This is an optimization exercise on Yosys and OpenROAD, whose aim is small area, not a production implementation. Only simulation tests tie the RTL to the original design; equivalence was not proved. No driver is modelled on the clock port, so clocking that relies on it looks cheaper here than on a real chip. Power is estimated from default activity; no workload was simulated.

File: design/flow/design.v
package apb3_pkg;
    typedef enum logic [1:0] {
        IDLE = 2'd0,
        WAIT = 2'd1,
        DONE = 2'd2
    } apb3_state_e;
    localparam int unsigned CNT_W = 4;
    function automatic integer lanes_of(input integer width);
        lanes_of = width / 8;
    endfunction
    function automatic integer idx_shift_of(input integer width);
        idx_shift_of = $clog2(width / 8);
    endfunction
endpackage
import apb3_pkg::*;
module apb3_wait_ctr
(
    input  logic             clk_i,
    input  logic             rst_i,
    input  logic             load_i,
    input  logic [CNT_W-1:0] load_val_i,
    input  logic             dec_i,
    output logic [CNT_W-1:0] value_o,
    output logic             done_o
);
    logic [CNT_W-1:0] cnt_d;
    logic [CNT_W-1:0] cnt_q;
    always_comb begin
        cnt_d = cnt_q;
        if (load_i) begin
            cnt_d = load_val_i;
        end else if (dec_i && (cnt_q != '0)) begin
            cnt_d = cnt_q - 1'b1;
        end
    end
    always_ff @(posedge clk_i) begin
        if (rst_i) begin
            cnt_q <= '0;
        end else begin
            cnt_q <= cnt_d;
        end
    end
    assign value_o = cnt_q;
    assign done_o  = (cnt_q == CNT_W'(1));
endmodule
import apb3_pkg::*;
module apb3_slave_mem
#(
    parameter int unsigned ADDR_WIDTH  = 8,
    parameter int unsigned WIDTH       = 32,
    parameter int unsigned DEPTH       = 48,
    parameter int unsigned WAIT_STATES = 2
) (
    input  logic                  pclk_i,
    input  logic                  preset_i,
    input  logic                  psel_i,
    input  logic                  penable_i,
    input  logic                  pwrite_i,
    input  logic [ADDR_WIDTH-1:0] paddr_i,
    input  logic [WIDTH-1:0]      pwdata_i,
    input  logic [WIDTH/8-1:0]    pstrb_i,
    output logic [WIDTH-1:0]      prdata_o,
    output logic                  pready_o,
    output logic                  pslverr_o,
    output logic [1:0]            dbg_state_o
);
    localparam int unsigned LANES  = WIDTH / 8;
    localparam int unsigned SHIFT  = $clog2(WIDTH / 8);
    localparam int unsigned IDX_W  = ADDR_WIDTH - SHIFT;
    localparam int unsigned MIDX_W = (DEPTH > 1) ? $clog2(DEPTH) : 1;
    localparam logic [ADDR_WIDTH-1:0] ALIGN_MASK = ADDR_WIDTH'((1 << SHIFT) - 1);
    localparam logic [IDX_W:0]        DEPTH_L    = (IDX_W + 1)'(DEPTH);
    localparam logic [CNT_W-1:0]      WS_L       = CNT_W'(WAIT_STATES);
    typedef struct packed {
        logic [MIDX_W-1:0] widx;
        logic              write;
        logic [WIDTH-1:0]  wdata;
        logic              err;
        logic [LANES-1:0]  strb;
    } req_t;
    logic [1:0]       state_d, state_q;
    req_t             req_d, req_q;
    logic             pready_d, pready_q;
    logic             pslverr_d, pslverr_q;
    logic [WIDTH-1:0] prdata_d, prdata_q;
    logic [WIDTH-1:0] mem_d [DEPTH];
    logic [WIDTH-1:0] mem_q [DEPTH];
    logic [IDX_W-1:0] full_idx;
    logic             misaligned;
    logic             oob;
    logic [LANES-1:0] strb_in;
    logic             cnt_load;
    logic             cnt_dec;
    logic             cnt_done;
    logic [CNT_W-1:0] cnt_value;
    logic             enter_done;
    logic             wr_commit;
    always_comb begin
        full_idx   = paddr_i[ADDR_WIDTH-1:SHIFT];
        misaligned = ((paddr_i & ALIGN_MASK) != '0);
        oob        = ({1'b0, full_idx} >= DEPTH_L);
        strb_in    = pstrb_i;
    end
    apb3_wait_ctr u_wait_ctr (
        .clk_i      (pclk_i),
        .rst_i      (preset_i),
        .load_i     (cnt_load),
        .load_val_i (WS_L),
        .dec_i      (cnt_dec),
        .value_o    (cnt_value),
        .done_o     (cnt_done)
    );
    always_comb begin
        state_d    = state_q;
        req_d      = req_q;
        pready_d   = pready_q;
        pslverr_d  = pslverr_q;
        prdata_d   = prdata_q;
        cnt_load   = 1'b0;
        cnt_dec    = 1'b0;
        enter_done = 1'b0;
        wr_commit  = 1'b0;
        case (state_q)
            IDLE: begin
                if (psel_i && !penable_i) begin
                    req_d.widx  = full_idx[MIDX_W-1:0];
                    req_d.write = pwrite_i;
                    req_d.wdata = pwdata_i;
                    req_d.err   = misaligned | oob;
                    req_d.strb  = strb_in;
                    cnt_load    = 1'b1;
                    if (WS_L == '0) begin
                        state_d    = DONE;
                        enter_done = 1'b1;
                    end else begin
                        state_d = WAIT;
                    end
                end
            end
            WAIT: begin
                if (!psel_i) begin
                    state_d = IDLE;
                end else begin
                    cnt_dec = 1'b1;
                    if (cnt_done) begin
                        state_d    = DONE;
                        enter_done = 1'b1;
                    end
                end
            end
            DONE: begin
                if (!psel_i) begin
                    state_d   = IDLE;
                    pready_d  = 1'b0;
                    pslverr_d = 1'b0;
                    prdata_d  = '0;
                end else if (penable_i) begin
                    wr_commit = req_q.write & ~req_q.err;
                    state_d   = IDLE;
                    pready_d  = 1'b0;
                    pslverr_d = 1'b0;
                    prdata_d  = '0;
                end
            end
            default: begin
                state_d   = IDLE;
                pready_d  = 1'b0;
                pslverr_d = 1'b0;
                prdata_d  = '0;
            end
        endcase
        if (enter_done) begin
            pready_d  = 1'b1;
            pslverr_d = req_d.err;
            prdata_d  = (req_d.write || req_d.err) ? '0 : mem_q[req_d.widx];
        end
    end
    always_comb begin
        for (int i = 0; i < int'(DEPTH); i++) begin
            mem_d[i] = mem_q[i];
        end
        if (wr_commit) begin
            for (int b = 0; b < int'(LANES); b++) begin
                if (req_q.strb[b]) begin
                    mem_d[req_q.widx][8*b +: 8] = req_q.wdata[8*b +: 8];
                end
            end
        end
    end
    always_ff @(posedge pclk_i) begin
        if (preset_i) begin
            state_q   <= IDLE;
            req_q     <= '0;
            pready_q  <= 1'b0;
            pslverr_q <= 1'b0;
            prdata_q  <= '0;
        end else begin
            state_q   <= state_d;
            req_q     <= req_d;
            pready_q  <= pready_d;
            pslverr_q <= pslverr_d;
            prdata_q  <= prdata_d;
        end
    end
    always_ff @(posedge pclk_i) begin
        if (preset_i) begin
            for (int i = 0; i < int'(DEPTH); i++) begin
                mem_q[i] <= '0;
            end
        end else begin
            for (int i = 0; i < int'(DEPTH); i++) begin
                mem_q[i] <= mem_d[i];
            end
        end
    end
    assign prdata_o    = prdata_q;
    assign pready_o    = pready_q;
    assign pslverr_o   = pslverr_q;
    assign dbg_state_o = state_q;
endmodule
File: design/flow/run.sh
#!/bin/bash
# synth_recipe.tcl (not shown) runs the flow's synth.tcl, then flattens the netlist and writes it again
# the make line also repeats each setting of config.mk as NAME=value (left out here)
make -C /OpenROAD-flow-scripts/flow DESIGN_CONFIG=/design/flow/config.mk WORK_HOME=/design/flow/orfs CLKGATE_MAP_FILE= SYNTH_SCRIPT=/design/flow/synth_recipe.tcl finish
File: design/flow/config.mk
export PLATFORM = sky130hd
export DESIGN_NAME = apb3_slave_mem
export DESIGN_NICKNAME = apb3_slave_mem
export VERILOG_FILES = /design/flow/design.v
export SDC_FILE = /design/flow/constraint.sdc
export NUM_CORES = 4
export LEC_CHECK = 0
export CAP_MARGIN = 20
export CORE_MARGIN = 2
export CORE_UTILIZATION = 40
export SLEW_MARGIN = 20
File: design/flow/constraint.sdc
create_clock -name core_clock -period 10.0 [get_ports {pclk_i}]
set_input_delay 2.0000 -clock core_clock [delete_from_list [all_inputs] [get_ports {pclk_i}]]
set_output_delay 2.0000 -clock core_clock [all_outputs]
set_load 0.01 [all_outputs]
==> qor.yml, run 1 <==
synth:
  synthFlopType: "dfxtp_1"
  ys_ff_latch: 1620
  syn-instance-count: 9092
  synthArstFlopShare_pct: 0
  yosysSeqAreaShare_pct: 47.0
  ys_types: 77
  synth_edf_count: 0
  yosys_warnings: 4
  syn_avg_cell_area_sq_um: 7.59
  syn_nets: 9144
  synth.cell_area_sq_um: 69000
clock_network:
  cts-htree-levels: 4
  cts_tree: "done"
  clk_pin_slew_ps: 60
  clk_root_buffer_cell: "clkbuf_16"
  postCtsSetupBuffers: 0
  clock-sinks: 1620
  ctsHoldBuffers: 0
  insertion_delay_ps: 880
  cts_buffers: 175
  ctsResizeCount: 0
  clockBufferDepth: 3
global_route:
  grt_usage_pct: 42.6
  gr-total-overflow: 0
  grt_pass1_vias: 68100
  grt_pass1_wl_mm: 532
  grt_max_degree: 237
  antenna_found_initial: 29
setup_path:
  r2r_end: "prdata_q[24]"
  worstSetupStartpoint: "penable_i"
  setup.worst_path.end: "prdata_q[15]"
  crit_arrival_ps: 6540
  crit_fanout: 53
  start_kind: "input port"
  reg2regPathDepth: 9
  required_ps: 10720
  crit_type: "in2reg"
  r2r-start: "req_q[39]"
  r2r_slack_ps: 5360
  endpoint_kind: "flip-flop"
power_and_ir_drop:
  powerDensity_nw_per_um2: 178
  p_leak_nw: 23.4
  ir_drop_mv: 0.159
place:
  port-buffer-count: 84
  routabilityCongestion: 1.11
  place_area_sq_um: 71900
  dpl.hpwl_mm: 250
  place_inst: 10900
route:
  wl_per_cell_um: 34.6
  vias: 75100
  vias_per_cell: 6.70
  wl_mm: 388
  antenna_left: 0
  post-route-drc-count: 0
  first_pass_iters: 7
  drtIter0Drc: 13900
floorplanning:
  io_pins: 85
  core_area_sq_um: 172000
  die_w_um: 419
  rows: 152
  start_util_pct: 40.2
  die_h_um: 419
  dieArea_sq_um: 176000
hold_path:
  hold_path_class: "reg2reg"
layout:
  area_growth_pct: 12.8
  nets: 8819
  final_cells: 11200
  final_cell_mix: "2,220 x nand2_1, 1,625 x a21oi_1, 1,588 x dfxtp_1"
  final_common_cell: "nand2_1"
  finish.instance_area_sq_um: 77900
  drive_gt1_share_pct: 7.69
sta:
  setup_violations: 0
  setup-tns-final_ps: 0
  fin_skew_ps: 39.1
  slew-limit-headroom_pct: 4.93
  period_share_pct: 58.2
  slew_violations: 0
  hold_viol: 0
  hold_slack_ps: 449
  rsz0062_at_grt: "false"
  max_freq_mhz: 172
  tightest_slew_ps: 1420
  fin_crit_ps: 5820
run_status:
  outcome: "complete, no violations"
job:
  max-cap-violations: 0
## worst min path at each step
stage	start	end	slack [ps]	depth (start not counted)
5_1_grt	req_q[14]	req_q[14]	460	2
4_1_cts	req_q[14]	req_q[14]	450	2
2_1_floorplan	mem_q[13][10]	mem_q[13][10]	430	2
6_report	req_q[14]	req_q[14]	450	2
3_3_place_gp	mem_q[47][30]	mem_q[47][30]	440	2
3_5_place_dp	req_q[14]	req_q[14]	440	2
## power by group
group	leakage [nW]	switching [mW]	internal [mW]
logic	7.46	0.541	0.111
registers	13.1	0.0241	6.46
clock network	2.86	2.89	3.83
total	23.4	3.46	10.4
## cells by family (layout without fill, tap and decap cells)
family	Yosys count	count (layout)	share of synthesized area (%)
AOI/OAI and AO/OA	3639	3639	29.8
and+or+nand+nor	2970	2970	18.1
DFF	1620	1620	47.0
buffers and inverters	841	641	4.77
muxes	16	16	0.281
adders and majority gates	3	3	0.0544
xor gates and xnor gates	3	3	0.0381
other	0	19	0
## routing by layer
| metal | share of wire, % | up-vias | routed length [um] | global-route usage, % |
|---|---|---|---|---|
| met4 | 9.5 | 26 | 37000 | 34.9 |
| met1 | 37 | 36000 | 143000 | 54.1 |
| met5 | 0.047 | - | 183 | 0 |
| met3 | 14 | 1542 | 52600 | 13.0 |
| met2 | 40 | 6031 | 156000 | 59.1 |
| li1 | - | 31500 | - | - |
## registers in the layout, indices dropped and copies added (netlist names)
| name | flops |
|---|---|
| req_q | 44 |
| state_q | 2 |
| prdata_q | 32 |
| pslverr_q | 1 |
| pready_q | 1 |
| u_wait_ctr.cnt_q | 4 |
| mem_q | 1536 |
## cell type report
type / instances / area, sq um
Antenna cell: 19 / 47.5
Fill cell: 17200 / 93700
Timing Repair Buffer: 328 / 2840
Inverter: 11 / 41.3
Tap cell: 2310 / 2890
Clock inverter: 40 / 623
Sequential cell: 1620 / 32500
Clock buffer: 262 / 5200
Multi-Input combinational cell: 6631 / 33700
## cells in the mapped netlist (6+ instances only)
| master | count | share of area (%) |
|---|---|---|
| nand2_1 | 2252 | 12 |
| a21oi_1 | 1625 | 12 |
| dfxtp_1 | 1620 | 47 |
| o21ai_0 | 1219 | 8.8 |
| clkbuf_1 | 727 | 4.0 |
| a22oi_1 | 487 | 5.3 |
| nor2_1 | 240 | 1.3 |
| nand4_1 | 90 | 0.82 |
| nand3_1 | 85 | 0.62 |
| nor3_1 | 78 | 0.57 |
| a22o_1 | 67 | 0.85 |
| a222oi_1 | 62 | 0.90 |
| buf_2 | 60 | 0.44 |
| a221oi_1 | 51 | 0.65 |
| nor4_1 | 39 | 0.35 |
| or2_2 | 33 | 0.30 |
| buf_1 | 31 | 0.17 |
| a31oi_1 | 20 | 0.18 |
| a32oi_1 | 20 | 0.25 |
| nor4bb_1 | 20 | 0.29 |
| o22ai_1 | 17 | 0.15 |
| and4_1 | 16 | 0.20 |
| and3_1 | 14 | 0.13 |
| o2111ai_1 | 13 | 0.16 |
| inv_1 | 11 | 0.060 |
| nand4b_1 | 11 | 0.14 |
| nor4b_1 | 11 | 0.14 |
| o211ai_1 | 11 | 0.12 |
| or4_1 | 11 | 0.12 |
| nand2b_1 | 10 | 0.091 |
| buf_4 | 8 | 0.087 |
| o31a_1 | 8 | 0.10 |
| or4b_2 | 8 | 0.12 |
| mux2_2 | 7 | 0.11 |
| nor2b_1 | 7 | 0.063 |
| o21a_1 | 7 | 0.076 |
| nor3b_1 | 6 | 0.065 |
| or4bb_1 | 6 | 0.098 |
## worst max-delay path, stage by stage
cell and delay, ps:
clkdlybuf4s50_1 600, or4b_4 670, buf_4 570, nor3_1 140
or2_2 620, buf_4 380, a22oi_1 700, nand2_1 220
nor4_1 400, a22oi_1 140
## through the flow
step	worst slack [ps]	util, %	power [mW]
finish	4180	45.4	13.9
detailed placement	3550	41.9	7.24
CTS	4450	45.3	13.8
global route	4190	45.4	14.1
floorplan	5600	-	6.93
global placement	3600	41.9	7.24
==> inputs of run 2 (changes only) <==
==> design/flow/design.v (replaced) <==
package apb3_pkg;
    typedef enum logic [1:0] {
        IDLE = 2'd0,
        WAIT = 2'd1,
        DONE = 2'd2
    } apb3_state_e;
    localparam int unsigned CNT_W = 4;
    function automatic integer lanes_of(input integer width);
        lanes_of = width / 8;
    endfunction
    function automatic integer idx_shift_of(input integer width);
        idx_shift_of = $clog2(width / 8);
    endfunction
endpackage
import apb3_pkg::*;
module apb3_wait_ctr
(
    input  logic             clk_i,
    input  logic             rst_i,
    input  logic             load_i,
    input  logic [CNT_W-1:0] load_val_i,
    input  logic             dec_i,
    output logic [CNT_W-1:0] value_o,
    output logic             done_o
);
    logic [CNT_W-1:0] cnt_d;
    logic [CNT_W-1:0] cnt_q;
    always_comb begin
        cnt_d = cnt_q;
        if (load_i) begin
            cnt_d = load_val_i;
        end else if (dec_i && (cnt_q != '0)) begin
            cnt_d = cnt_q - 1'b1;
        end
    end
    always_ff @(posedge clk_i) begin
        if (rst_i) begin
            cnt_q <= '0;
        end else begin
            cnt_q <= cnt_d;
        end
    end
    assign value_o = cnt_q;
    assign done_o  = (cnt_q == CNT_W'(1));
endmodule
import apb3_pkg::*;
module apb3_slave_mem
#(
    parameter int unsigned ADDR_WIDTH  = 8,
    parameter int unsigned WIDTH       = 32,
    parameter int unsigned DEPTH       = 48,
    parameter int unsigned WAIT_STATES = 2
) (
    input  logic                  pclk_i,
    input  logic                  preset_i,
    input  logic                  psel_i,
    input  logic                  penable_i,
    input  logic                  pwrite_i,
    input  logic [ADDR_WIDTH-1:0] paddr_i,
    input  logic [WIDTH-1:0]      pwdata_i,
    input  logic [WIDTH/8-1:0]    pstrb_i,
    output logic [WIDTH-1:0]      prdata_o,
    output logic                  pready_o,
    output logic                  pslverr_o,
    output logic [1:0]            dbg_state_o
);
    localparam int unsigned LANES  = WIDTH / 8;
    localparam int unsigned SHIFT  = $clog2(WIDTH / 8);
    localparam int unsigned IDX_W  = ADDR_WIDTH - SHIFT;
    logic [1:0]       st_q;
    logic [WIDTH-1:0] mem_q [DEPTH];
    logic [IDX_W-1:0] idx;
    logic             err;
    logic [LANES-1:0] strb_in;
    logic             commit;
    logic [DEPTH-1:0] row_en;
    logic [LANES-1:0] lane_en;
    logic [WIDTH-1:0] wdata;
    logic [WIDTH-1:0] rdata;
    always_comb begin
        idx = paddr_i[ADDR_WIDTH-1:SHIFT];
        err = (paddr_i[SHIFT-1:0] != '0) || ({1'b0, idx} >= (IDX_W + 1)'(DEPTH));
        strb_in = pstrb_i;
    end
    assign pready_o    = st_q[1] & ~st_q[0];
    assign dbg_state_o = {st_q[1] & ~st_q[0], st_q[0]};
    assign pslverr_o   = err;
    assign commit = pready_o & psel_i & penable_i & pwrite_i & ~err;
    always_comb begin
        for (int i = 0; i < int'(DEPTH); i++) begin
            row_en[i] = preset_i | (commit & (idx == IDX_W'(i)));
        end
        for (int b = 0; b < int'(LANES); b++) begin
            lane_en[b] = preset_i | strb_in[b];
        end
        wdata = preset_i ? '0 : pwdata_i;
    end
    always_ff @(posedge pclk_i) begin
        if (preset_i) begin
            st_q <= 2'b00;
        end else begin
            st_q[0] <= psel_i & ~st_q[1] & (st_q[0] | ~penable_i);
            st_q[1] <= psel_i & st_q[0];
        end
    end
    always_ff @(posedge pclk_i) begin
        for (int i = 0; i < int'(DEPTH); i++) begin
            for (int b = 0; b < int'(LANES); b++) begin
                if (row_en[i] && lane_en[b]) begin
                    mem_q[i][8*b +: 8] <= wdata[8*b +: 8];
                end
            end
        end
    end
    always_comb begin
        rdata = '0;
        for (int i = 0; i < int'(DEPTH); i++) begin
            if (idx == IDX_W'(i)) begin
                rdata = rdata | mem_q[i];
            end
        end
    end
    assign prdata_o = rdata;
endmodule
==> qor.yml, run 2 <==
run_status:
  outcome: "complete, no violations"
setup_path:
  start_kind: "input port"
  crit_buf_inv: 4
  cp_top_family: "buffers and inverters"
  crit_path_max_incr_delay_ps: 930
  cp_cell_sequence: "buf_4 > buf_4 > nor4b_4 > buf_4 > and2_1 > a2111oi_0 > nand4_1 > or4_1 > clkdlybuf4s50_1"
  cp_slowest_cell: "a2111oi_0"
  required_ps: 8000
  r2r_slack_ps: 7170
  crit_type: "in2out"
  endpoint_kind: "output pin"
  critPathMostFrequentCell: "buf_4"
  reg2regPathDepth: 6
  r2r_end: "mem_q[25][9]"
  r2r-start: "st_q[0]"
  crit_arrival_ps: 6440
  crit_fanout: 35
hold_path:
  holdPathEnd: "st_q[0]"
  holdPathStages: 1
  min-delay-start: "st_q[1]"
  hold_path_class: "reg2reg"
global_route:
  antenna_found_initial: 19
  grt_pass1_vias: 38200
  grt_pass1_wl_mm: 332
  gr-total-overflow: 0
  grt_max_degree: 113
  grt_usage_pct: 31.9
layout:
  final_common_cell: "edfxtp_1"
  finish.instance_area_sq_um: 70500
  final_cell_mix: "1,536 x edfxtp_1, 659 x nand3_1, 228 x nand4_1"
  largest_register_ffs: 1536
  area_growth_pct: 16.9
  final_util_pct: 47.1
  top_register: "mem_q"
  nets: 4059
  final_cells: 6160
  top_regs: "mem_q (1536), st_q (2)"
  drive_gt1_share_pct: 15.9
sta:
  setup-tns-final_ps: 0
  rsz0062_at_grt: "false"
  max_freq_mhz: 119
  period_share_pct: 84.4
  fin_crit_ps: 8440
  hold_viol: 0
  fin_skew_ps: 25.4
  setup_ws_ps: 1560
  hold_slack_ps: 455
  slew_violations: 0
  setup_violations: 0
  tightest_slew_ps: 1300
  slew-limit-headroom_pct: 13.4
synth:
  syn_avg_cell_area_sq_um: 15.6
  yosysSeqAreaShare_pct: 76.5
  syn-instance-count: 3858
  synth_most_common_cell: "edfxtp_1"
  syn_nets: 3907
  synthArstFlopShare_pct: 0
  ys_ff_latch: 1538
  synth_edf_count: 1536
  synth_top_cell_by_area: "edfxtp_1"
  synth.cell_area_sq_um: 60300
  ys_top_cells_by_count: "1,536 x edfxtp_1, 659 x nand3_1, 228 x nand4_1, 207 x clkbuf_1, 194 x a22oi_1"
  yosys-top-cells-area: "edfxtp_1 76%, nand3_1 5.5%, a22oi_1 2.4%"
  synth_top_area_share_pct: 76.5
  synthFlopType: "edfxtp_1"
  yosys_warnings: 2
  ys_types: 59
route:
  wl_per_cell_um: 40.3
  post-route-drc-count: 0
  drtIter0Drc: 8497
  first_pass_iters: 6
  wl_mm: 248
  vias: 41700
  antenna_left: 0
  vias_per_cell: 6.77
floorplanning:
  rows: 142
  core_area_sq_um: 150000
  start_util_pct: 40.3
  dieArea_sq_um: 154000
  die_w_um: 392
  die_h_um: 392
  io_pins: 85
power_and_ir_drop:
  ir_drop_mv: 0.195
  powerDensity_nw_per_um2: 207
  p_total_mw: 14.6
  p_leak_nw: 23.8
clock_network:
  cts_buffers: 157
  clockBufferDepth: 3
  clk_root_buffer_cell: "clkbuf_16"
  cts-htree-levels: 4
  clk_pin_slew_ps: 50
  postCtsSetupBuffers: 0
  ctsResizeCount: 0
  clock-sinks: 1538
  insertion_delay_ps: 840
  ctsHoldBuffers: 0
  cts_tree: "done"
place:
  place_area_sq_um: 65100
  routabilityCongestion: 1.04
  place_inst: 5843
  dpl.hpwl_mm: 152
  port-buffer-count: 84
  dp_worst_setup_slack_ps: 1840
job:
  max-cap-violations: 0
## run 2: cell count changes in the layout (fill, tap and decap cells not counted), moves of 293 or more
cell,delta
nand3_1,+576
edfxtp_1,+1536
a21oi_1,-1611
nand2_1,-2163
dfxtp_1,-1586
a22oi_1,-293
o21ai_0,-1207
## run 2: final cells by class
cell class | instances | area (sq um)
fill | 12800 | 79200
sequential | 1538 | 46200
multi-input combinational | 1997 | 13800
clock buffer | 195 | 4160
timing repair buffer | 316 | 3130
tap | 2016 | 2520
clock inverter | 85 | 738
antenna | 13 | 32.5
## run 2: worst max path at each step
| stage | from | endpoint | slack (ps) | depth (start not counted) |
|---|---|---|---|---|
| final | paddr_i[2] | prdata_o[19] | 1560 | 9 |
| after global routing | paddr_i[6] | prdata_o[0] | 1670 | 10 |
| after CTS | paddr_i[2] | prdata_o[19] | 1830 | 9 |
| after detailed placement | paddr_i[2] | prdata_o[19] | 1840 | 9 |
| after global placement | paddr_i[2] | prdata_o[29] | 1780 | 9 |
| after floorplan | paddr_i[5] | prdata_o[4] | 3920 | 8 |
## run 2: cells by family after synthesis
group / after synthesis / synth area share [%]
AO/OA/AOI/OAI: 549 / 7.06
AND/OR/NAND/NOR: 1380 / 13.0
flip-flops: 1538 / 76.5
multiplexers: 68 / 1.20
buffers and inverters: 323 / 2.22
## run 2: layer usage
metal  part of all wire [%]  global-route usage (%)
met1                     36                    42.3
met2                     43                    46.2
met3                     15                    11.1
met4                    6.0                    16.5
met5                  0.035                       0
## run 2: power breakdown
part | internal (mW) | switching (mW) | leakage (nW) | total [mW]
registers | 7.66 | 0.130 | 14.8 | 7.79
clock network | 3.19 | 2.56 | 2.38 | 5.75
logic | 0.262 | 0.771 | 6.60 | 1.03
total | 11.1 | 3.46 | 23.8 | 14.6
==> inputs of run 3 (changes only) <==
--- a/design/flow/design.v
+++ b/design/flow/design.v
@@ -69,2 +69,6 @@
     localparam int unsigned IDX_W  = ADDR_WIDTH - SHIFT;
+    localparam int unsigned LO_W   = 3;
+    localparam int unsigned NLO    = 1 << LO_W;
+    localparam int unsigned NHI    = (DEPTH + NLO - 1) / NLO;
+    localparam int unsigned NTRI   = (DEPTH + 2) / 3;
     logic [1:0]       st_q;
@@ -75,6 +79,9 @@
     logic             commit;
-    logic [DEPTH-1:0] row_en;
-    logic [LANES-1:0] lane_en;
+    logic [NHI-1:0]   hi_dec;
+    logic [NHI-1:0]   hi_wr;
+    logic [NLO-1:0]   lo_dec;
+    logic [DEPTH-1:0] row_en_n;
+    logic [LANES-1:0] lane_en_n;
+    logic [DEPTH-1:0] rd_sel;
     logic [WIDTH-1:0] wdata;
-    logic [WIDTH-1:0] rdata;
     always_comb begin
@@ -88,11 +95,2 @@
     assign commit = pready_o & psel_i & penable_i & pwrite_i & ~err;
-    always_comb begin
-        for (int i = 0; i < int'(DEPTH); i++) begin
-            row_en[i] = preset_i | (commit & (idx == IDX_W'(i)));
-        end
-        for (int b = 0; b < int'(LANES); b++) begin
-            lane_en[b] = preset_i | strb_in[b];
-        end
-        wdata = preset_i ? '0 : pwdata_i;
-    end
     always_ff @(posedge pclk_i) begin
@@ -105,6 +103,34 @@
     end
-    always_ff @(posedge pclk_i) begin
+    always_comb begin
+        for (int h = 0; h < int'(NHI); h++) begin
+            hi_dec[h] = (idx[IDX_W-1:LO_W] == (IDX_W - LO_W)'(h));
+            hi_wr[h]  = commit & hi_dec[h];
+        end
+        for (int l = 0; l < int'(NLO); l++) begin
+            lo_dec[l] = (idx[LO_W-1:0] == LO_W'(l));
+        end
+        for (int b = 0; b < int'(LANES); b++) begin
+            lane_en_n[b] = ~(preset_i | strb_in[b]);
+        end
         for (int i = 0; i < int'(DEPTH); i++) begin
-            for (int b = 0; b < int'(LANES); b++) begin
-                if (row_en[i] && lane_en[b]) begin
+            rd_sel[i] = hi_dec[i / NLO] & lo_dec[i % NLO];
+        end
+        wdata = preset_i ? '0 : pwdata_i;
+    end
+    for (genvar i = 0; i < int'(DEPTH); i++) begin : g_row
+        apb3_row_en u_row (
+            .a_i   (hi_wr[i / NLO]),
+            .b_i   (lo_dec[i % NLO]),
+            .c_i   (preset_i),
+            .y_n_o (row_en_n[i])
+        );
+        for (genvar b = 0; b < int'(LANES); b++) begin : g_lane
+            logic en;
+            apb3_nor2 u_en (
+                .a_i (row_en_n[i]),
+                .b_i (lane_en_n[b]),
+                .y_o (en)
+            );
+            always_ff @(posedge pclk_i) begin
+                if (en) begin
                     mem_q[i][8*b +: 8] <= wdata[8*b +: 8];
@@ -114,11 +140,47 @@
     end
-    always_comb begin
-        rdata = '0;
-        for (int i = 0; i < int'(DEPTH); i++) begin
-            if (idx == IDX_W'(i)) begin
-                rdata = rdata | mem_q[i];
-            end
+    for (genvar k = 0; k < int'(WIDTH); k++) begin : g_rd
+        logic [NTRI-1:0] part_n;
+        for (genvar t = 0; t < int'(NTRI); t++) begin : g_tri
+            apb3_aoi222 u_aoi (
+                .s_i ({rd_sel[3*t+2], rd_sel[3*t+1], rd_sel[3*t]}),
+                .d_i ({mem_q[3*t+2][k], mem_q[3*t+1][k], mem_q[3*t][k]}),
+                .y_n_o (part_n[t])
+            );
         end
+        apb3_nand_n #(.N(NTRI)) u_or (
+            .a_i (part_n),
+            .y_o (prdata_o[k])
+        );
     end
-    assign prdata_o = rdata;
 endmodule
+module apb3_row_en (
+    input  logic a_i,
+    input  logic b_i,
+    input  logic c_i,
+    output logic y_n_o
+);
+    assign y_n_o = ~((a_i & b_i) | c_i);
+endmodule
+module apb3_nor2 (
+    input  logic a_i,
+    input  logic b_i,
+    output logic y_o
+);
+    assign y_o = ~(a_i | b_i);
+endmodule
+module apb3_aoi222 (
+    input  logic [2:0] s_i,
+    input  logic [2:0] d_i,
+    output logic       y_n_o
+);
+    assign y_n_o = ~|(s_i & d_i);
+endmodule
+module apb3_nand_n
+#(
+    parameter int unsigned N = 16
+) (
+    input  logic [N-1:0] a_i,
+    output logic         y_o
+);
+    assign y_o = ~&a_i;
+endmodule
--- a/design/flow/config.mk
+++ b/design/flow/config.mk
@@ -9,3 +9,5 @@
 export CORE_MARGIN = 2
-export CORE_UTILIZATION = 40
+export CORE_UTILIZATION = 60
 export SLEW_MARGIN = 20
+export SYNTH_HIERARCHICAL = 1
+export SYNTH_MINIMUM_KEEP_SIZE = 0
==> qor.yml, run 3 <==
power_and_ir_drop:
  power.switching_mw: 2.94
  comb_power_share_pct: 5.2
  p_clk_share_pct: 38.1
  ir_drop_mv: 0.196
  powerDensity_nw_per_um2: 221
  swShare_pct: 21.2
  p_leak_nw: 19.8
  intPower_mw: 11.0
  sequentialPowerShare_pct: 56.8
synth:
  synth_edf_count: 1536
  synth_top_cell_by_area: "edfxtp_1"
  yosysSeqAreaShare_pct: 85.2
  synth.cell_area_sq_um: 54200
  synth_most_common_cell: "edfxtp_1"
  syn-instance-count: 2583
  syn_avg_cell_area_sq_um: 21.0
  yosys-top-cells-area: "edfxtp_1 85%, a222oi_1 9.5%, nor2_1 1.7%"
  synthFlopType: "edfxtp_1"
  synthArstFlopShare_pct: 0
  synth_top_area_share_pct: 85.1
  yosys_warnings: 8
  ys_types: 23
  ys_top_cells_by_count: "1,536 x edfxtp_1, 512 x a222oi_1, 244 x nor2_1, 128 x nand4_1, 48 x a21oi_2"
  syn_nets: 2632
  ys_ff_latch: 1538
sta:
  hold_slack_ps: 463
  slew-limit-headroom_pct: 22.7
  slew_violations: 0
  fin_crit_ps: 7990
  rsz0062_at_grt: "false"
  setup-tns-final_ps: 0
  setup_violations: 0
  max_freq_mhz: 125
  tightest_slew_ps: 1160
  fin_skew_ps: 24.9
  hold_viol: 0
  period_share_pct: 79.9
clock_network:
  cts-htree-levels: 4
  ctsResizeCount: 0
  ctsHoldBuffers: 0
  clock-sinks: 1538
  cts_buffers: 152
  postCtsSetupBuffers: 0
  cts_tree: "done"
  clockBufferDepth: 3
  insertion_delay_ps: 750
  clk_pin_slew_ps: 60
  clk_root_buffer_cell: "clkbuf_16"
floorplanning:
  start_util_pct: 60.4
  io_pins: 85
  die_h_um: 305
  rows: 110
  core_area_sq_um: 89700
  die_w_um: 305
  dieArea_sq_um: 92700
layout:
  drive_gt1_share_pct: 14.0
  area_growth_pct: 15.9
  finish.instance_area_sq_um: 62800
  seqCellArea_sq_um: 46200
  top_register: "mem_q"
  largest_register_ffs: 1536
  multiInputGateArea_sq_um: 8410
  n_fill_cell: 5567
  final_common_cell: "edfxtp_1"
  final_cell_mix: "1,536 x edfxtp_1, 512 x a222oi_1, 192 x nor2_1"
  nets: 2944
  top_regs: "mem_q (1536), st_q (2)"
setup_path:
  crit_fanout: 24
  reg2regPathDepth: 4
  worstSetupStartpoint: "paddr_i[7]"
  setup.worst_path.end: "prdata_o[7]"
  endpoint_kind: "output pin"
  crit_arrival_ps: 5990
  r2r-start: "st_q[0]"
  crit_type: "in2out"
  required_ps: 8000
  r2r_slack_ps: 6460
  start_kind: "input port"
  r2r_end: "mem_q[44][2]"
global_route:
  gr-total-overflow: 0
  met1_usage_pct: 48.5
  grt_max_degree: 64
  use_met3_pct: 8.91
  grt_pass1_vias: 29700
  antenna_found_initial: 4
  grt_pass1_wl_mm: 221
  grt_usage_pct: 34.2
  gr-usage-met2_pct: 51.7
  top_usage_layer: "met2"
route:
  wl_mm: 159
  antenna_left: 0
  wl_per_cell_um: 38.0
  vias: 31100
  vias_per_cell: 7.44
  drtIter0Drc: 6945
  post-route-drc-count: 0
  first_pass_iters: 9
run_status:
  outcome: "complete, no violations"
place:
  routabilityCongestion: 0.883
  port-buffer-count: 84
  place_area_sq_um: 57300
  dpl.hpwl_mm: 95.7
job:
  max-cap-violations: 0
hold_path:
  min-delay-start: "st_q[1]"
  hold_path_class: "reg2reg"
==> run 3: cell count changes after synthesis, moves of 48 or more <==
| cell | delta |
|---|---|
| a2111oi_0 | -53 |
| a21oi_2 | +48 |
| a222oi_1 | +503 |
| a22oi_1 | -194 |
| and3_1 | -159 |
| buf_2 | -58 |
| clkbuf_1 | -199 |
| mux2i_1 | -50 |
| nand2_1 | -60 |
| nand3_1 | -658 |
| nand4_1 | -100 |
| nor2_1 | +228 |
| o21bai_1 | -192 |
==> run 3: area by class of cell <==
type | count | area share, %
Multi-Input combinational cell | 1022 | 13.4
Clock buffer | 197 | 6.50
Tap cell | 1176 | 2.34
Antenna cell | 2 | 0.00797
Timing Repair Buffer | 172 | 3.42
Sequential cell | 1538 | 73.5
Clock inverter | 64 | 0.755
Inverter | 9 | 0.0538
==> run 3: metrics by stage <==
stage	total power, mW	utilization (%)	setup WS [ps]	cells
2_1_floorplan	8.27	-	3910	2583
6_report	13.9	70.0	2010	4180
3_3_place_gp	8.64	63.8	2100	3880
3_5_place_dp	8.69	63.9	2100	3882
4_1_cts	13.9	69.0	2080	4143
5_1_grt	14.3	70.0	1970	4178
==> run 3: critical path: stages <==
cell and delay (ps):
clkdlybuf4s50_1 650, or3b_1 600, nor2_2 230, buf_4 350
a222oi_1 660, nand4_1 350, or4_1 630, clkdlybuf4s50_1 510
==> run 3: logic make-up after synthesis <==
family / share of synthesized area, %
and+or+nand+nor: 4.37
DFF: 85.2
buffers and inverters: 0.182
AOI/OAI and AO/OA: 10.3
==> run 3: how the worst min path moves through the flow <==
stage / to / slack, ps / cells after the start
4_1_cts: st_q[0] / 460 / 1
5_1_grt: st_q[0] / 490 / 1
3_3_place_gp: st_q[0] / 430 / 1
2_1_floorplan: st_q[0] / 420 / 1
6_report: st_q[0] / 460 / 1
3_5_place_dp: st_q[0] / 450 / 1
==> run 3: modules after synthesis (local to each module, per instance), excerpt <==
module / cells inside / flip-flops and latches
apb3_aoi222: 1 / 0
apb3_nor2: 1 / 0
apb3_row_en: 1 / 0
apb3_slave_mem: 1671 / 1538
==> run 3: power groups by stage <==
stage	Clock, mW	Combinational, mW	Sequential (mW)
6_report	5.29	0.719	7.88
5_1_grt	5.59	0.746	7.93
4_1_cts	5.34	0.673	7.89
3_5_place_dp	0	0.672	8.02
3_3_place_gp	0	0.654	7.98
2_1_floorplan	0	0.309	7.96
==> run 3: routing by layer <==
layer / vias up / part of all wire, %
met5: - / 0.018
met4: 4 / 3.9
met3: 306 / 13
met2: 2297 / 46
met1: 15900 / 37
li1: 12600 / -
==> inputs of run 4 (changes only) <==
--- a/design/flow/config.mk
+++ b/design/flow/config.mk
@@ -7,6 +7,9 @@
 export LEC_CHECK = 0
-export CAP_MARGIN = 20
+export CAP_MARGIN = 15
 export CORE_MARGIN = 2
-export CORE_UTILIZATION = 60
-export SLEW_MARGIN = 20
+export CORE_UTILIZATION = 75
+export CTS_BUF_LIST = sky130_fd_sc_hd__clkbuf_16
+export CTS_CLUSTER_DIAMETER = 80
+export CTS_CLUSTER_SIZE = 25
+export SLEW_MARGIN = 15
 export SYNTH_HIERARCHICAL = 1
==> qor.yml, run 4 <==
synth:
  synth_mux_area_share_pct: 0
  synth_most_common_cell: "edfxtp_1"
  synth_top_area_share_pct: 85.1
  syn_avg_cell_area_sq_um: 21.0
  yosys.area_share.simple_pct: 4.37
  synthArstFlopShare_pct: 0
  synth_edf_count: 1536
  synth_xor_area_share_pct: 0
  yosys-top-cells-area: "edfxtp_1 85%, a222oi_1 9.5%, nor2_1 1.7%"
  yosys_warnings: 8
  synth_top_cell_by_area: "edfxtp_1"
  synthFlopType: "edfxtp_1"
  synth_top_family_by_area: "compound AO/OA/AOI/OAI gates"
  ys_types: 23
  ys_ff_latch: 1538
  yosysSeqAreaShare_pct: 85.2
  syn-instance-count: 2583
  synth.cell_area_sq_um: 54200
  ys_top_cells_by_count: "1,536 x edfxtp_1, 512 x a222oi_1, 244 x nor2_1, 128 x nand4_1, 48 x a21oi_2"
  syn_nets: 2632
  synth-compound-area-share_pct: 10.3
  synthAdderAreaFrac_pct: 0
clock_network:
  cts-htree-levels: 3
  clk_root_buffer_cell: "clkbuf_16"
  ctsResizeCount: 0
  clockBufferDepth: 3
  cts_buffers: 71
  postCtsSetupBuffers: 0
  clock-sinks: 1538
  ctsHoldBuffers: 0
  clk_pin_slew_ps: 90
  cts_tree: "done"
  insertion_delay_ps: 650
place:
  dp_worst_setup_slack_ps: 2030
  port-buffer-count: 84
  dpl.hpwl_mm: 93.8
  place_area_sq_um: 57000
  routabilityCongestion: 0.955
  place_inst: 3657
layout:
  finish.instance_area_sq_um: 59300
  top_regs: "mem_q (1536), st_q (2)"
  largest_register_ffs: 1536
  final_cell_mix: "1,536 x edfxtp_1, 512 x a222oi_1, 192 x nor2_1"
  drive_gt1_share_pct: 10.4
  n_fill_cell: 3223
  final_util_pct: 82.9
  final_cells: 3765
  area_growth_pct: 9.43
  top_register: "mem_q"
  final_common_cell: "edfxtp_1"
  nets: 2844
floorplanning:
  start_util_pct: 75.8
  die_h_um: 273
  io_pins: 85
  dieArea_sq_um: 74400
  core_area_sq_um: 71500
  die_w_um: 273
  rows: 98
route:
  vias: 31300
  drtIter0Drc: 8036
  first_pass_iters: 10
  post-route-drc-count: 0
  vias_per_cell: 8.31
  antenna_left: 0
  wl_mm: 149
  wl_per_cell_um: 39.7
sta:
  setup-tns-final_ps: 0
  fin_crit_ps: 8330
  slew_violations: 0
  slew-limit-headroom_pct: 8.89
  hold_slack_ps: 467
  max_freq_mhz: 120
  hold_viol: 0
  fin_skew_ps: 14.8
  setup_ws_ps: 1670
  period_share_pct: 83.3
  tightest_slew_ps: 1370
  rsz0062_at_grt: "false"
  setup_violations: 0
setup_path:
  crit_path_max_incr_delay_ps: 730
  crit_type: "in2out"
  critPathMostFrequentCell: "clkdlybuf4s50_1"
  required_ps: 8000
  crit_fanout: 17
  cp_cell_sequence: "clkdlybuf4s50_1 > or3b_1 > nor2_2 > buf_4 > a222oi_1 > nand4_1 > or4_1 > clkdlybuf4s50_1"
  endpoint_kind: "output pin"
  crit_arrival_ps: 6330
  start_kind: "input port"
  cp_slowest_cell: "clkdlybuf4s50_1"
global_route:
  grt_pass1_wl_mm: 208
  grt_max_degree: 53
  gr-total-overflow: 0
  grt_pass1_vias: 29400
  grt_usage_pct: 40.4
  antenna_found_initial: 7
power_and_ir_drop:
  p_leak_nw: 18.3
  ir_drop_mv: 0.160
  powerDensity_nw_per_um2: 198
  p_total_mw: 11.8
hold_path:
  hold_path_class: "reg2reg"
job:
  max-cap-violations: 0
run_status:
  outcome: "complete, no violations"
-- run 4: cell count changes in the layout (fill, tap and decap cells not counted), sizes merged --
cell      delta
buf         -19
bufinv       -6
clkinv      -52
diode        +5
clkinvlp     -2
inv          +7
clkbuf     -122
-- run 4: modules after synthesis, one instance, submodules excluded, a selection --
module | times used | cells inside
apb3_slave_mem | 1 | 1671
apb3_nor2 | 192 | 1
apb3_aoi222 | 512 | 1
apb3_row_en | 48 | 1
-- run 4: kinds of logic (layout without fill, tap and decap cells) --
logic type             Yosys count  after routing
AO/OA/AOI/OAI                  561            561
flip-flops                    1538           1538
buffers and inverters           23            248
AND/OR/NAND/NOR                461            461
other                            0              7
-- run 4: worst max-delay path, delay by kind of cell --
family	cells	cell delay, ps
AND/OR/NAND/NOR	4	1990
AO/OA/AOI/OAI	1	730
buffers and inverters	3	1570
-- run 4: final timing paths --
check        startpoint           end  slack [ps]  cells past startpoint
max          paddr_i[7]  prdata_o[24]        1670                      8
min reg2reg     st_q[1]       st_q[0]         470                      1
min             st_q[1]       st_q[0]         470                      1
max reg2reg     st_q[0]  mem_q[9][27]        6010                      4
-- run 4: area by class of cell --
type,count,area [sq um],share of cell area [%]
Antenna cell,7,17.5,0.0295
Clock buffer,75,1880,3.17
Clock inverter,11,87.6,0.148
Inverter,9,33.8,0.0570
Multi-Input combinational cell,1022,8350,14.1
Sequential cell,1538,46200,77.9
Tap cell,950,1190,2.00
Timing Repair Buffer,153,1570,2.65
-- run 4: per-layer routing --
metal	up-vias	track usage, %	wire length [um]
li1	12200	-	-
met1	15500	53.7	46500
met2	3149	62.5	70500
met3	428	11.0	23200
met4	4	21.8	9010
met5	-	0	34
-- run 4: report_power, final --
group | switching (mW) | internal, mW | leakage, nW
Combinational | 0.515 | 0.168 | 3.22
Clock | 1.81 | 1.38 | 0.988
Sequential | 0.169 | 7.72 | 14.1
==> inputs of run 5 (changes only) <==
==> design/flow/flow/run.sh (new file) <==
#!/bin/bash
# Own layout flow: the standard ORFS flow (standard.sh, which also runs
# the standard synthesis unchanged) with two changes:
#  - clock tree: no dummy loads (clock_tree_synthesis -dont_use_dummy_load),
#    clkbuf_16 clusters of at most 30 sinks within 100 um;
#  - port buffers: every input and output port still gets a buffer, but the
#    smallest buffer cell (buf_1) rather than the resizer's default pick.
# The tools' full output goes to standard_flow.log here; ORFS's per-step
# logs stay under orfs/logs/.
set -euo pipefail
export CTS_ARGS="-sink_clustering_enable -repair_clock_nets -dont_use_dummy_load -buf_list sky130_fd_sc_hd__clkbuf_16 -sink_clustering_size 30 -sink_clustering_max_diameter 100"
export BUFFER_PORTS_ARGS="-buffer_cell sky130_fd_sc_hd__buf_1"
bash standard.sh > standard_flow.log 2>&1
==> design/flow/standard.sh (new file) <==
#!/bin/bash
# synth_recipe.tcl (not shown) runs the flow's synth.tcl, then flattens the netlist and writes it again
# the make line also repeats each setting of config.mk as NAME=value (left out here)
make -C /OpenROAD-flow-scripts/flow DESIGN_CONFIG=/design/flow/config.mk WORK_HOME=/design/flow/orfs CLKGATE_MAP_FILE= SYNTH_SCRIPT=/design/flow/synth_recipe.tcl "${@:-finish}"
--- a/design/flow/config.mk
+++ b/design/flow/config.mk
@@ -11,4 +11,4 @@
 export CTS_BUF_LIST = sky130_fd_sc_hd__clkbuf_16
-export CTS_CLUSTER_DIAMETER = 80
-export CTS_CLUSTER_SIZE = 25
+export CTS_CLUSTER_DIAMETER = 100
+export CTS_CLUSTER_SIZE = 30
 export SLEW_MARGIN = 15
removed: design/flow/run.sh
==> qor.yml, run 5 <==
floorplanning:
  die_w_um: 273
  die_h_um: 273
  rows: 98
  io_pins: 85
  start_util_pct: 75.8
  dieArea_sq_um: 74400
  core_area_sq_um: 71500
synth:
  ys_types: 23
  synth_edf_count: 1536
  syn_avg_cell_area_sq_um: 21.0
  synthAdderAreaFrac_pct: 0
  ys_top_cells_by_count: "1,536 x edfxtp_1, 512 x a222oi_1, 244 x nor2_1, 128 x nand4_1, 48 x a21oi_2"
  yosys-top-cells-area: "edfxtp_1 85%, a222oi_1 9.5%, nor2_1 1.7%"
  yosys_warnings: 8
  synth.cell_area_sq_um: 54200
  ys_ff_latch: 1538
  synthArstFlopShare_pct: 0
  synth_most_common_cell: "edfxtp_1"
  syn_nets: 2632
  yosys.area_share.simple_pct: 4.37
  synth_xor_area_share_pct: 0
  synth_top_area_share_pct: 85.1
  syn-instance-count: 2583
  synth-compound-area-share_pct: 10.3
  synthFlopType: "edfxtp_1"
  synth_top_cell_by_area: "edfxtp_1"
  yosysSeqAreaShare_pct: 85.2
  synth_mux_area_share_pct: 0
  synth_top_family_by_area: "compound AO/OA/AOI/OAI gates"
clock_network:
  cts_buffers: 57
  ctsHoldBuffers: 0
  cts_tree: "done"
  clk_pin_slew_ps: 100
  ctsResizeCount: 0
  postCtsSetupBuffers: 0
  insertion_delay_ps: 690
  clock-sinks: 1538
place:
  dp_worst_setup_slack_ps: 2880
  dpl.hpwl_mm: 92.0
  port-buffer-count: 84
  routabilityCongestion: 0.915
run_status:
  outcome: "complete, no violations"
layout:
  final_common_cell: "edfxtp_1"
  n_fill_cell: 3383
  top_register: "mem_q"
  nets: 2822
  top_regs: "mem_q (1536), st_q (2)"
  final_cell_mix: "1,536 x edfxtp_1, 512 x a222oi_1, 192 x nor2_1"
  drive_gt1_share_pct: 9.42
  area_growth_pct: 7.25
  largest_register_ffs: 1536
setup_path:
  crit_type: "in2out"
  start_kind: "input port"
  required_ps: 8000
  crit_fanout: 17
  endpoint_kind: "output pin"
  crit_arrival_ps: 5350
sta:
  fin_skew_ps: 34.7
  setup_ws_ps: 2650
  tightest_slew_ps: 1300
  setup_violations: 0
  slew-limit-headroom_pct: 13.2
  period_share_pct: 73.5
  fin_crit_ps: 7350
  slew_violations: 0
  hold_viol: 0
  setup-tns-final_ps: 0
  rsz0062_at_grt: "false"
  max_freq_mhz: 136
route:
  wl_per_cell_um: 39.1
  drtIter0Drc: 8049
  wl_mm: 146
  antenna_left: 0
  vias_per_cell: 8.27
  post-route-drc-count: 0
  first_pass_iters: 13
  vias: 30800
job:
  max-cap-violations: 0
global_route:
  grt_max_degree: 49
  gr-total-overflow: 0
  grt_pass1_vias: 29000
  grt_usage_pct: 39.5
  antenna_found_initial: 10
  grt_pass1_wl_mm: 206
power_and_ir_drop:
  p_total_mw: 11.2
  powerDensity_nw_per_um2: 194
  ir_drop_mv: 0.176
  p_leak_nw: 17.8
hold_path:
  hold_path_class: "reg2reg"
run 5: cell counts after synthesis:
No cell type changed its count.
run 5: cell type report:
| class | instances | area (sq um) | area share, % |
|---|---|---|---|
| flip-flops and latches | 1538 | 46200 | 79.4 |
| multi-input cells | 1022 | 8340 | 14.4 |
| clock buffers | 57 | 1430 | 2.45 |
| well taps | 950 | 1190 | 2.05 |
| repair buffers | 145 | 942 | 1.62 |
| inverters | 9 | 33.8 | 0.0581 |
| diodes | 6 | 15.0 | 0.0258 |
run 5: stage by stage:
stage	utilization (%)	hold slack, ps	cells	area [sq um]
finish	81.3	471	3727	58100
global route	81.3	492	3723	58100
CTS	80.9	463	3712	57800
detailed placement	78.9	448	3655	56400
global placement	78.9	427	3654	56400
floorplan	-	416	2583	54200
run 5: path summary, 6_finish.rpt:
kind / from / endpoint / slack (ps) / depth (start not counted)
worst max-delay path: paddr_i[7] / prdata_o[6] / 2650 / 8
worst min-delay path: st_q[1] / st_q[0] / 470 / 1
worst max register to register: st_q[0] / mem_q[17][30] / 5990 / 4
worst min register to register: st_q[1] / st_q[0] / 470 / 1
run 5: per-layer routing:
| metal | up-vias | global-route usage [%] | wire, um |
|---|---|---|---|
| li1 | 12200 | - | - |
| met1 | 15300 | 55.5 | 46700 |
| met2 | 2949 | 60.7 | 67800 |
| met3 | 397 | 9.93 | 23200 |
| met4 | 6 | 17.1 | 8090 |
| met5 | - | 0.963 | 42 |
run 5: Yosys stat by module, one instance, submodules excluded, a selection:
module	cells inside	cell area (sq um)	flops+latches
apb3_nor2	1	3.75	0
apb3_slave_mem	1671	46900	1538
apb3_aoi222	1	10.0	0
apb3_row_en	1	8.76	0
run 5: cell families (layout without fill, tap and decap cells):
logic type             count (synthesis)  after routing
other                                  0              6
AND/OR/NAND/NOR                      461            461
AO/OA/AOI/OAI                        561            561
flip-flops                          1538           1538
buffers and inverters                 23            211
run 5: critical path, stage by stage:
cell and delay (ps):
buf_1 420, nand3b_1 490, nor2_2 360, buf_4 320
a222oi_1 590, nand4_1 380, or4_1 630, buf_1 170
run 5: power by group:
part | internal, mW | switching, mW
Sequential | 7.72 | 0.166
Clock | 1.02 | 1.72
Combinational | 0.118 | 0.505
Total | 8.86 | 2.39
==> inputs of run 6 (changes only) <==
--- a/design/flow/design.v
+++ b/design/flow/design.v
@@ -82,2 +82,3 @@
     logic [NLO-1:0]   lo_dec;
+    logic [NLO-1:0]   lo_wr;
     logic [DEPTH-1:0] row_en_n;
@@ -106,3 +107,3 @@
             hi_dec[h] = (idx[IDX_W-1:LO_W] == (IDX_W - LO_W)'(h));
-            hi_wr[h]  = commit & hi_dec[h];
+            hi_wr[h]  = preset_i | (commit & hi_dec[h]);
         end
@@ -110,2 +111,3 @@
             lo_dec[l] = (idx[LO_W-1:0] == LO_W'(l));
+            lo_wr[l]  = preset_i | lo_dec[l];
         end
@@ -120,6 +122,5 @@
     for (genvar i = 0; i < int'(DEPTH); i++) begin : g_row
-        apb3_row_en u_row (
+        apb3_nand2 u_row (
             .a_i   (hi_wr[i / NLO]),
-            .b_i   (lo_dec[i % NLO]),
-            .c_i   (preset_i),
+            .b_i   (lo_wr[i % NLO]),
             .y_n_o (row_en_n[i])
@@ -155,9 +156,8 @@
 endmodule
-module apb3_row_en (
+module apb3_nand2 (
     input  logic a_i,
     input  logic b_i,
-    input  logic c_i,
     output logic y_n_o
 );
-    assign y_n_o = ~((a_i & b_i) | c_i);
+    assign y_n_o = ~(a_i & b_i);
 endmodule
==> qor.yml, run 6 <==
clock_network:
  postCtsSetupBuffers: 0
  cts_tree: "done"
  cts_buffers: 57
  insertion_delay_ps: 700
  ctsResizeCount: 0
  clk_pin_slew_ps: 110
  clock-sinks: 1538
  ctsHoldBuffers: 0
synth:
  syn_avg_cell_area_sq_um: 20.9
  syn-instance-count: 2585
  ys_types: 24
  yosys-top-cells-area: "edfxtp_1 86%, a222oi_1 9.5%, nor2_1 1.7%"
  synth.cell_area_sq_um: 53900
  synth_top_cell_by_area: "edfxtp_1"
  yosysSeqAreaShare_pct: 85.6
  syn_nets: 2634
  synth_top_area_share_pct: 85.5
  synth_most_common_cell: "edfxtp_1"
  yosys_warnings: 8
  ys_ff_latch: 1538
  ys_top_cells_by_count: "1,536 x edfxtp_1, 512 x a222oi_1, 244 x nor2_1, 128 x nand4_1, 56 x nand2_1"
  synth_edf_count: 1536
  synthArstFlopShare_pct: 0
  synthFlopType: "edfxtp_1"
job:
  max-cap-violations: 0
layout:
  area_growth_pct: 7.58
  final_common_cell: "edfxtp_1"
  largest_register_ffs: 1536
  n_fill_cell: 3496
  final_cell_mix: "1,536 x edfxtp_1, 512 x a222oi_1, 192 x nor2_1"
  final_cells: 3741
  top_regs: "mem_q (1536), st_q (2)"
  top_register: "mem_q"
  drive_gt1_share_pct: 7.84
  nets: 2832
  finish.instance_area_sq_um: 58000
route:
  vias: 31000
  wl_mm: 149
  vias_per_cell: 8.30
  drtIter0Drc: 7836
  first_pass_iters: 12
  antenna_left: 0
  post-route-drc-count: 0
  wl_per_cell_um: 40.0
sta:
  slew-limit-headroom_pct: 14.7
  max_freq_mhz: 138
  period_share_pct: 72.3
  setup_violations: 0
  tightest_slew_ps: 1280
  slew_violations: 0
  fin_skew_ps: 48.8
  setup-tns-final_ps: 0
  hold_slack_ps: 479
  fin_crit_ps: 7230
  rsz0062_at_grt: "false"
  hold_viol: 0
place:
  routabilityCongestion: 0.993
  place_area_sq_um: 56200
  dpl.hpwl_mm: 90.0
  place_inst: 3659
  port-buffer-count: 84
power_and_ir_drop:
  p_total_mw: 11.2
  powerDensity_nw_per_um2: 193
  ir_drop_mv: 0.225
  p_leak_nw: 17.1
setup_path:
  setup.worst_path.end: "prdata_o[25]"
  reg2regPathDepth: 4
  r2r-start: "st_q[0]"
  required_ps: 8000
  endpoint_kind: "output pin"
  worstSetupStartpoint: "paddr_i[7]"
  r2r_slack_ps: 6170
  crit_path_max_incr_delay_ps: 660
  crit_arrival_ps: 5230
  cp.depth: 8
  crit_fanout: 17
  crit_type: "in2out"
  critPathMostFrequentCell: "buf_1"
  crit_buf_inv: 3
  start_kind: "input port"
  r2r_end: "mem_q[42][17]"
  cp_top_family: "simple AND/OR/NAND/NOR gates"
  cp_cell_sequence: "buf_1 > nand3b_1 > nor2_2 > buf_4 > a222oi_1 > nand4_1 > or4_1 > buf_1"
  cp_slowest_cell: "or4_1"
floorplanning:
  io_pins: 85
  die_h_um: 272
  dieArea_sq_um: 74100
  core_area_sq_um: 71400
  start_util_pct: 75.6
  rows: 98
  die_w_um: 272
run_status:
  outcome: "complete, no violations"
global_route:
  grt_usage_pct: 40.3
  grt_max_degree: 49
  grt_pass1_vias: 29200
  antenna_found_initial: 9
  grt_pass1_wl_mm: 207
  gr-total-overflow: 0
hold_path:
  hold_path_class: "reg2reg"
run 6: worst min-delay path by stage:
stage | from | endpoint | slack (ps) | cells after the start
6_report | st_q[1] | st_q[0] | 480 | 1
4_1_cts | st_q[1] | st_q[0] | 480 | 1
3_5_place_dp | st_q[1] | st_q[0] | 460 | 1
5_1_grt | st_q[1] | st_q[0] | 540 | 1
2_1_floorplan | st_q[1] | st_q[0] | 410 | 1
3_3_place_gp | st_q[1] | st_q[0] | 430 | 1
run 6: final cells by class:
type | instances | area (sq um) | share of cell area [%]
diodes | 10 | 25.0 | 0.0431
flip-flops and latches | 1538 | 46200 | 79.6
well taps | 950 | 1190 | 2.05
repair buffers | 154 | 1110 | 1.92
clock buffers | 57 | 1430 | 2.46
multi-input cells | 1029 | 8100 | 14.0
inverters | 3 | 11.3 | 0.0194
run 6: per-layer routing:
metal / wire length [um] / global-route usage (%) / vias up
met5: 288 / 1.48 / -
li1: - / - / 12100
met4: 8060 / 17.8 / 27
met2: 68500 / 60.2 / 3143
met3: 25400 / 13.4 / 423
met1: 47200 / 55.7 / 15300
run 6: cells by family (layout without fill, tap and decap cells):
| group | after synthesis | count (layout) | synth area share, % |
|---|---|---|---|
| AO/OA/AOI/OAI | 520 | 520 | 9.64 |
| buffers and inverters | 18 | 214 | 0.146 |
| flip-flops | 1538 | 1538 | 85.6 |
| other | 0 | 10 | 0 |
| AND/OR/NAND/NOR | 509 | 509 | 4.63 |
run 6: worst register-to-register path: stages (launching register included):
cell      delay (ps)
dfxtp_1          350
nand4b_1         490
o41ai_2          950
nand2_1          790
nor2_1           900
run 6: per-stage QoR:
stage / worst slack (ps) / utilization, %
floorplan: 3810 / -
global placement: 3030 / 78.7
detailed placement: 2970 / 78.7
CTS: 2930 / 80.7
finish: 2770 / 81.3
global route: 2770 / 81.3
run 6: modules after synthesis, one instance, submodules excluded, excerpt:
module | area [sq um] | cells inside | flops+latches
apb3_nor2 | 3.75 | 1 | 0
apb3_nand2 | 3.75 | 1 | 0
apb3_aoi222 | 10.0 | 1 | 0
apb3_slave_mem | 46900 | 1673 | 1538
run 6: where the power goes:
group | leakage, nW | switching [mW] | total (mW) | internal [mW]
logic | 3.18 | 0.526 | 0.650 | 0.124
clock network | 0.702 | 1.73 | 2.75 | 1.02
registers | 13.2 | 0.142 | 7.77 | 7.63
==> inputs of run 7 (changes only) <==
--- a/design/flow/flow/run.sh
+++ b/design/flow/flow/run.sh
@@ -4,3 +4,3 @@
 #  - clock tree: no dummy loads (clock_tree_synthesis -dont_use_dummy_load),
-#    clkbuf_16 clusters of at most 30 sinks within 100 um;
+#    clkbuf_16 clusters of at most 33 sinks within 110 um;
 #  - port buffers: every input and output port still gets a buffer, but the
@@ -10,3 +10,3 @@
 set -euo pipefail
-export CTS_ARGS="-sink_clustering_enable -repair_clock_nets -dont_use_dummy_load -buf_list sky130_fd_sc_hd__clkbuf_16 -sink_clustering_size 30 -sink_clustering_max_diameter 100"
+export CTS_ARGS="-sink_clustering_enable -repair_clock_nets -dont_use_dummy_load -buf_list sky130_fd_sc_hd__clkbuf_16 -sink_clustering_size 33 -sink_clustering_max_diameter 110"
 export BUFFER_PORTS_ARGS="-buffer_cell sky130_fd_sc_hd__buf_1"
--- a/design/flow/config.mk
+++ b/design/flow/config.mk
@@ -11,4 +11,4 @@
 export CTS_BUF_LIST = sky130_fd_sc_hd__clkbuf_16
-export CTS_CLUSTER_DIAMETER = 100
-export CTS_CLUSTER_SIZE = 30
+export CTS_CLUSTER_DIAMETER = 110
+export CTS_CLUSTER_SIZE = 33
 export SLEW_MARGIN = 15
==> qor.yml, run 7 <==
route:
  wl_per_cell_um: 39.8
  wl_mm: 149
  first_pass_iters: 12
  post-route-drc-count: 0
  drtIter0Drc: 8161
  vias_per_cell: 8.28
  vias: 30900
  antenna_left: 0
layout:
  final_util_pct: 81.1
  top_register: "mem_q"
  top_regs: "mem_q (1536), st_q (2)"
  drive_gt1_share_pct: 7.67
  n_fill_cell: 3494
  area_growth_pct: 7.33
  final_common_cell: "edfxtp_1"
  finish.instance_area_sq_um: 57900
  largest_register_ffs: 1536
  final_cells: 3737
  final_cell_mix: "1,536 x edfxtp_1, 512 x a222oi_1, 192 x nor2_1"
  nets: 2827
clock_network:
  ctsHoldBuffers: 0
  insertion_delay_ps: 690
  cts_buffers: 52
  cts_tree: "done"
  postCtsSetupBuffers: 0
  ctsResizeCount: 0
  clk_pin_slew_ps: 110
  clock-sinks: 1538
power_and_ir_drop:
  p_total_mw: 11.1
  powerDensity_nw_per_um2: 191
  p_leak_nw: 17.0
  ir_drop_mv: 0.172
setup_path:
  r2r_end: "mem_q[42][19]"
  crit_fanout: 17
  setup.worst_path.end: "prdata_o[25]"
  r2r_slack_ps: 6170
  crit_type: "in2out"
  cp_cell_sequence: "buf_1 > nand3b_1 > nor2_2 > buf_4 > a222oi_1 > nand4_1 > or4_1 > buf_1"
  required_ps: 8000
  start_kind: "input port"
  cp.depth: 8
  worstSetupStartpoint: "paddr_i[7]"
  critPathMostFrequentCell: "buf_1"
  endpoint_kind: "output pin"
  cp_slowest_cell: "or4_1"
  crit_arrival_ps: 5200
  cp_top_family: "simple AND/OR/NAND/NOR gates"
  crit_buf_inv: 3
  reg2regPathDepth: 4
  r2r-start: "st_q[0]"
  crit_path_max_incr_delay_ps: 670
synth:
  synth_top_area_share_pct: 85.5
  ys_ff_latch: 1538
  yosysSeqAreaShare_pct: 85.6
  synth_most_common_cell: "edfxtp_1"
  synthFlopType: "edfxtp_1"
  ys_types: 24
  yosys-top-cells-area: "edfxtp_1 86%, a222oi_1 9.5%, nor2_1 1.7%"
  syn-instance-count: 2585
  syn_avg_cell_area_sq_um: 20.9
  syn_nets: 2634
  synth.cell_area_sq_um: 53900
  yosys_warnings: 8
  synth_top_cell_by_area: "edfxtp_1"
  synth_edf_count: 1536
  synthArstFlopShare_pct: 0
  ys_top_cells_by_count: "1,536 x edfxtp_1, 512 x a222oi_1, 244 x nor2_1, 128 x nand4_1, 56 x nand2_1"
sta:
  fin_skew_ps: 29.1
  setup-tns-final_ps: 0
  setup_ws_ps: 2800
  setup_violations: 0
  hold_slack_ps: 487
  hold_viol: 0
  max_freq_mhz: 139
  rsz0062_at_grt: "false"
  fin_crit_ps: 7200
  slew-limit-headroom_pct: 14.0
  period_share_pct: 72.0
  slew_violations: 0
  tightest_slew_ps: 1290
hold_path:
  holdPathStages: 1
  hold_path_class: "reg2reg"
global_route:
  grt_usage_pct: 40.2
  grt_max_degree: 49
  grt_pass1_wl_mm: 207
  gr-total-overflow: 0
  antenna_found_initial: 5
  grt_pass1_vias: 29300
run_status:
  outcome: "complete, no violations"
floorplanning:
  die_h_um: 272
  die_w_um: 272
  start_util_pct: 75.6
  io_pins: 85
  dieArea_sq_um: 74100
  rows: 98
  core_area_sq_um: 71400
place:
  place_inst: 3659
  dp_worst_setup_slack_ps: 2970
  place_area_sq_um: 56200
  dpl.hpwl_mm: 90.0
  routabilityCongestion: 0.993
  port-buffer-count: 84
job:
  max-cap-violations: 0
-- run 7: cell counts after synthesis --
No cell type changed its count.
-- run 7: worst min path at each step --
| stage | startpoint | endpoint |
|---|---|---|
| 3_3_place_gp | st_q[1] | st_q[0] |
| 4_1_cts | st_q[1] | st_q[0] |
| 6_report | st_q[1] | st_q[0] |
| 5_1_grt | st_q[1] | st_q[0] |
| 2_1_floorplan | st_q[1] | st_q[0] |
| 3_5_place_dp | st_q[1] | st_q[0] |
-- run 7: cells by family (layout without fill, tap and decap cells) --
logic type	count (synthesis)	in the layout	share of synthesized area, %
buf+inv	18	209	0.146
compound gates	520	520	9.64
simple gates	509	509	4.63
other cells	0	11	0
flops	1538	1538	85.6
-- run 7: per-layer routing --
layer | routed length [um] | vias up | share of wire [%] | GRT usage [%]
met5 | 117 | - | 0.079 | 1.41
met4 | 6980 | 8 | 4.7 | 17.5
met3 | 24700 | 394 | 17 | 12.6
met2 | 69200 | 3061 | 46 | 60.4
met1 | 47800 | 15400 | 32 | 55.9
li1 | - | 12100 | - | -
-- run 7: modules after synthesis (local to each module, per instance), a selection --
| module | area, sq um | flops+latches | times used | cells inside |
|---|---|---|---|---|
| apb3_aoi222 | 10.0 | 0 | 512 | 1 |
| apb3_slave_mem | 46900 | 1538 | 1 | 1673 |
| apb3_nor2 | 3.75 | 0 | 192 | 1 |
| apb3_nand2 | 3.75 | 0 | 48 | 1 |
-- run 7: layout make-up --
class / instances / area, sq um / share of cell area [%]
Multi-Input combinational cell: 1029 / 8100 / 14.0
Timing Repair Buffer: 154 / 1100 / 1.90
Sequential cell: 1538 / 46200 / 79.7
Tap cell: 950 / 1190 / 2.05
Antenna cell: 11 / 27.5 / 0.0475
Clock buffer: 52 / 1300 / 2.25
Inverter: 3 / 11.3 / 0.0195
-- run 7: where the power goes --
| group | total (mW) | switching [mW] | leakage (nW) | internal (mW) |
|---|---|---|---|---|
| logic | 0.648 | 0.525 | 3.17 | 0.123 |
| registers | 7.77 | 0.139 | 13.2 | 7.63 |
| clock network | 2.66 | 1.72 | 0.641 | 0.942 |

[separate check: timing with driven ports]
How much do the figures lean on ideal ports? The routed layouts below were timed once more, with nothing changed but the port constraints.
Step 1: set_driving_cell puts a clkbuf_16 on pclk_i and a buf_2 on each other input, an assumption about the parent block.
Step 2 times the ports against the registers' clock, not the clock port: input delays grow and output delays shrink by t, the midpoint of the rising clock arrivals with the driver on.
Slacks: ideal / step 1 / step 2; pairs: ideal / step 1.
run	shift t [ns]	setup slack, ns	hold WS [ns]
run 1	0.944	4.182 / 4.240 / 3.296	0.449 / 0.449 / 0.449
run 2	0.897	1.562 / 1.522 / 1.522	0.455 / 0.455 / 0.455
run 3	0.806	2.005 / 1.979 / 1.979	0.463 / 0.463 / 0.463
run 4	0.709	1.670 / 1.647 / 1.647	0.467 / 0.467 / 0.467
run 5	0.734	2.645 / 2.621 / 2.621	0.471 / 0.471 / 0.471
run 6	0.740	2.766 / 2.730 / 2.730	0.479 / 0.479 / 0.479
run 7	0.738	2.799 / 2.762 / 2.762	0.487 / 0.487 / 0.487
After both steps every run listed still meets setup and hold. The setup slack of run 1, which loses most, moves by +0.058 ns with the drivers and by -0.886 ns with both steps.
